What follows belongs to an exercise in optimizing a design on an open flow for a short achievable clock period and few clock cycles per item; a production flow would make more cautious choices. At most, simulation tests tie the RTL to the original design; equivalence was not proved.

Setup of v6:
Design ppm_frame_decoder_calibrated, start of the top module:
module ppm_frame_decoder_calibrated #(
    parameter int FRAME_SLOTS = 7
) (
    input  logic         i_clk,
    input  logic         i_rst_n,
    input  logic         i_in_valid,
    output logic         o_in_ready,
    input  ppmfd_pkg::t_us i_in_interval_us,
    output logic         o_out_valid,
    input  logic         i_out_ready,
    output ppmfd_pkg::t_axis o_out_axis_x,
    output ppmfd_pkg::t_axis o_out_axis_y,
    output ppmfd_pkg::t_axis o_out_axis_rx,
    output ppmfd_pkg::t_axis o_out_axis_ry,
    output logic         o_out_button_a,
    output logic         o_out_button_b,
    input  logic         i_cfg_valid,
    output logic         o_cfg_ready,
    input  ppmfd_pkg::t_cfg_idx i_cfg_idx,
    input  ppmfd_pkg::t_us i_cfg_data
);
    localparam int NCH    = ppmfd_pkg::AXIS_CHANNELS;
    localparam int W      = ppmfd_pkg::US_W;
    localparam int AW     = ppmfd_pkg::AXIS_W;
    localparam int SLOT_W = $clog2(FRAME_SLOTS);
    localparam logic [SLOT_W-1:0] LAST_SLOT  = SLOT_W'(FRAME_SLOTS - 1);
    localparam int BTN_A_SLOT = NCH + 1;
    localparam int BTN_B_SLOT = NCH + 2;
    localparam int CH_Y  = 0;
    localparam int CH_RY = 1;
    localparam int CH_RX = 2;
    localparam int CH_X  = 3;
    localparam int FIFO_D  = 3;
    localparam int FIFO_AW = 2;
    localparam int RES_W   = 4 * AW + 2;
    localparam int OWED_OPEN = FIFO_D - 1;
    localparam int OWED_W    = 3;
    localparam int DIV_STEPS = AW / 2;
    localparam int TW        = W + 4;
    logic                 r_rst;
    logic                 r_iv;
    ppmfd_pkg::t_us       r_iv_data;
    logic                 r_cv;
    ppmfd_pkg::t_cfg_idx  r_cv_idx;
  ...
clock: 10.0 ns
lec_check: 0
cap_margin: 20
core_margin: 2
core_utilization: 40
place_density: 0.6
setup_slack_margin: 5
slew_margin: 20
standard.sh (not shown) runs the stock make flow with config.mk's settings and CLKGATE_MAP_FILE= SYNTH_SCRIPT=/design/flow/synth_recipe.tcl, a recipe that flattens the netlist after the stock synthesis.
==> flow/flow/run.sh <==
#!/bin/bash
MARGIN=${MARGIN:-7}
sed -E "s/SETUP_SLACK_MARGIN=[^ ]+/SETUP_SLACK_MARGIN=${MARGIN}/" standard.sh > standard_margin.sh
bash standard_margin.sh > standard.log 2>&1
status=$?
tail -5 standard.log
exit $status
Testbench counts of v6, summed over its fixed seeds: cycles 11,280, frames 1,590.
Changes in v7 relative to v6:
--- a/flow/design.v
+++ b/flow/design.v
@@ -114,26 +114,26 @@
     localparam int NCH    = ppmfd_pkg::AXIS_CHANNELS;
     localparam int W      = ppmfd_pkg::US_W;
     localparam int AW     = ppmfd_pkg::AXIS_W;
     localparam int SLOT_W = $clog2(FRAME_SLOTS);
     localparam logic [SLOT_W-1:0] LAST_SLOT  = SLOT_W'(FRAME_SLOTS - 1);
     localparam int BTN_A_SLOT = NCH + 1;
     localparam int BTN_B_SLOT = NCH + 2;
     localparam int CH_Y  = 0;
     localparam int CH_RY = 1;
     localparam int CH_RX = 2;
     localparam int CH_X  = 3;
-    localparam int FIFO_D  = 3;
-    localparam int FIFO_AW = 2;
+    localparam int FIFO_D  = 2;
+    localparam int FIFO_AW = 1;
     localparam int RES_W   = 4 * AW + 2;
-    localparam int OWED_OPEN = FIFO_D - 1;
+    localparam int OWED_OPEN = FIFO_D;
     localparam int OWED_W    = 3;
     localparam int DIV_STEPS = AW / 2;
     localparam int TW        = W + 4;
     logic                 r_rst;
     logic                 r_iv;
     ppmfd_pkg::t_us       r_iv_data;
     logic                 r_cv;
     ppmfd_pkg::t_cfg_idx  r_cv_idx;
     ppmfd_pkg::t_us       r_cv_data;
     logic                 r_ready;
     always_ff @(posedge i_clk) begin
@@ -308,49 +308,51 @@
                 if (r_in[c])        w_axis_new[c] = r_sh[c];
                 else if (r_full[c]) w_axis_new[c] = ppmfd_pkg::AXIS_FULL;
                 else                w_axis_new[c] = '0;
             end else begin
                 w_axis_new[c] = r_axis[c];
             end
         end
         w_res = {w_axis_new[CH_X], w_axis_new[CH_Y], w_axis_new[CH_RX], w_axis_new[CH_RY],
                  r_btn_a, r_btn_b};
     end
     logic w_take;
-    logic w_head_new;
-    logic [FIFO_AW-1:0] w_rd_next;
-    logic [FIFO_AW-1:0] w_wr_inc;
-    logic [FIFO_AW:0]   w_cnt_next;
-    logic [OWED_W-1:0]  w_owed_up;
-    always_comb begin
-        w_take     = r_out_valid && i_out_ready;
-        w_rd_next  = !w_take ? r_rd : (r_rd == FIFO_AW'(FIFO_D - 1)) ? '0 : r_rd + FIFO_AW'(1);
-        w_wr_inc   = (r_wr == FIFO_AW'(FIFO_D - 1)) ? '0 : r_wr + FIFO_AW'(1);
-        w_cnt_next = r_cnt + (FIFO_AW+1)'(w_f_v) - (FIFO_AW+1)'(w_take);
-        w_head_new = (r_cnt == '0) || (r_cnt == (FIFO_AW+1)'(1) && w_take);
-        w_owed_up  = r_owed + OWED_W'(w_good);
+    logic w_free;
+    logic w_push_fifo;
+    logic w_pop_fifo;
+    logic [OWED_W-1:0] w_owed_up;
+    always_comb begin
+        w_take      = r_out_valid && i_out_ready;
+        w_free      = !r_out_valid || i_out_ready;
+        w_pop_fifo  = w_free && (r_cnt != '0);
+        w_push_fifo = w_f_v && !(w_free && (r_cnt == '0));
+        w_owed_up   = r_owed + OWED_W'(w_good);
     end
     always_ff @(posedge i_clk) begin
-        r_out       <= w_head_new ? w_res : r_fifo[w_rd_next];
-        r_out_valid <= i_rst_n && !r_rst && (w_cnt_next != '0);
-        if (w_f_v) r_fifo[r_wr] <= w_res;
+        if (w_free) begin
+            if (r_cnt != '0) r_out <= r_fifo[r_rd];
+            else             r_out <= w_res;
+        end
+        r_out_valid <= i_rst_n && !r_rst && (r_out_valid && !i_out_ready
+                                              || r_cnt != '0 || w_f_v);
+        if (w_push_fifo) r_fifo[r_wr] <= w_res;
         if (r_rst) begin
             r_rd    <= '0;
             r_wr    <= '0;
             r_cnt   <= '0;
             r_owed  <= '0;
             r_ready <= 1'b1;
         end else begin
-            r_rd    <= w_rd_next;
-            if (w_f_v) r_wr <= w_wr_inc;
-            r_cnt   <= w_cnt_next;
+            if (w_pop_fifo)  r_rd <= r_rd + FIFO_AW'(1);
+            if (w_push_fifo) r_wr <= r_wr + FIFO_AW'(1);
+            r_cnt   <= r_cnt + (FIFO_AW+1)'(w_push_fifo) - (FIFO_AW+1)'(w_pop_fifo);
             r_owed  <= w_owed_up - OWED_W'(w_take);
             r_ready <= (w_owed_up <= OWED_W'(OWED_OPEN));
         end
     end
     always_ff @(posedge i_clk) begin
         if (r_rst) begin
             r_calibrate  <= ppmfd_pkg::RST_CALIBRATE;
             r_button_thr <= ppmfd_pkg::RST_BUTTON_THR;
             r_sync_min   <= ppmfd_pkg::RST_SYNC_MIN;
             r_sync_max   <= ppmfd_pkg::RST_SYNC_MAX;
             r_cal_step   <= ppmfd_pkg::RST_CAL_STEP;
--- outcome ---
- v7 gives more clock period minus worst slack than v6 did.
- On v7: number of ordinary inverters in the final layout is 1.2% higher than what v6 gave.
- Compare v6 and v7 | clock skew higher: v7
- Summary — number of placement rows, v7 relative to v6: lower, by 1.
- Relative to v6, the final cell area reported for v7 is lower.
- v7 vs v6: number of flip-flops and latches down by a few percent
- v7 reports its timing endpoint of the critical path as r_span[1][14]$_DFFE_PP_ while v6 reports o_in_ready.
The RTL of v7 was laid out without a check of its function.

[separate check: timing with driven ports]
In the flow no input, the clock included, has a driving cell. The finished layouts below were timed again as built, in two steps. Step 1, drivers: a clkbuf_16 drives i_clk and a buf_2 each remaining input, both assumed. Step 2 also shifts input and output timing later by t, the mid clock arrival at the registers, as if the neighbouring blocks saw the same clock. Three values: ideal, step 1, step 2; two values: the first two.
| run | t, ns | slack for setup (ns) | worst register clock-pin slew, ns | pins driven straight from the clock port |
|---|---|---|---|---|
| v6 | 0.845 | 6.669 / 6.584 / 6.278 | 0.07 / 0.07 | 1 |
| v7 | 0.805 | 6.582 / 6.520 / 6.351 | 0.07 / 0.07 | 1 |
After both steps every run listed still meets setup and hold. The setup slack of v6, which loses most, moves by -0.085 ns with the drivers and by -0.391 ns with both steps.
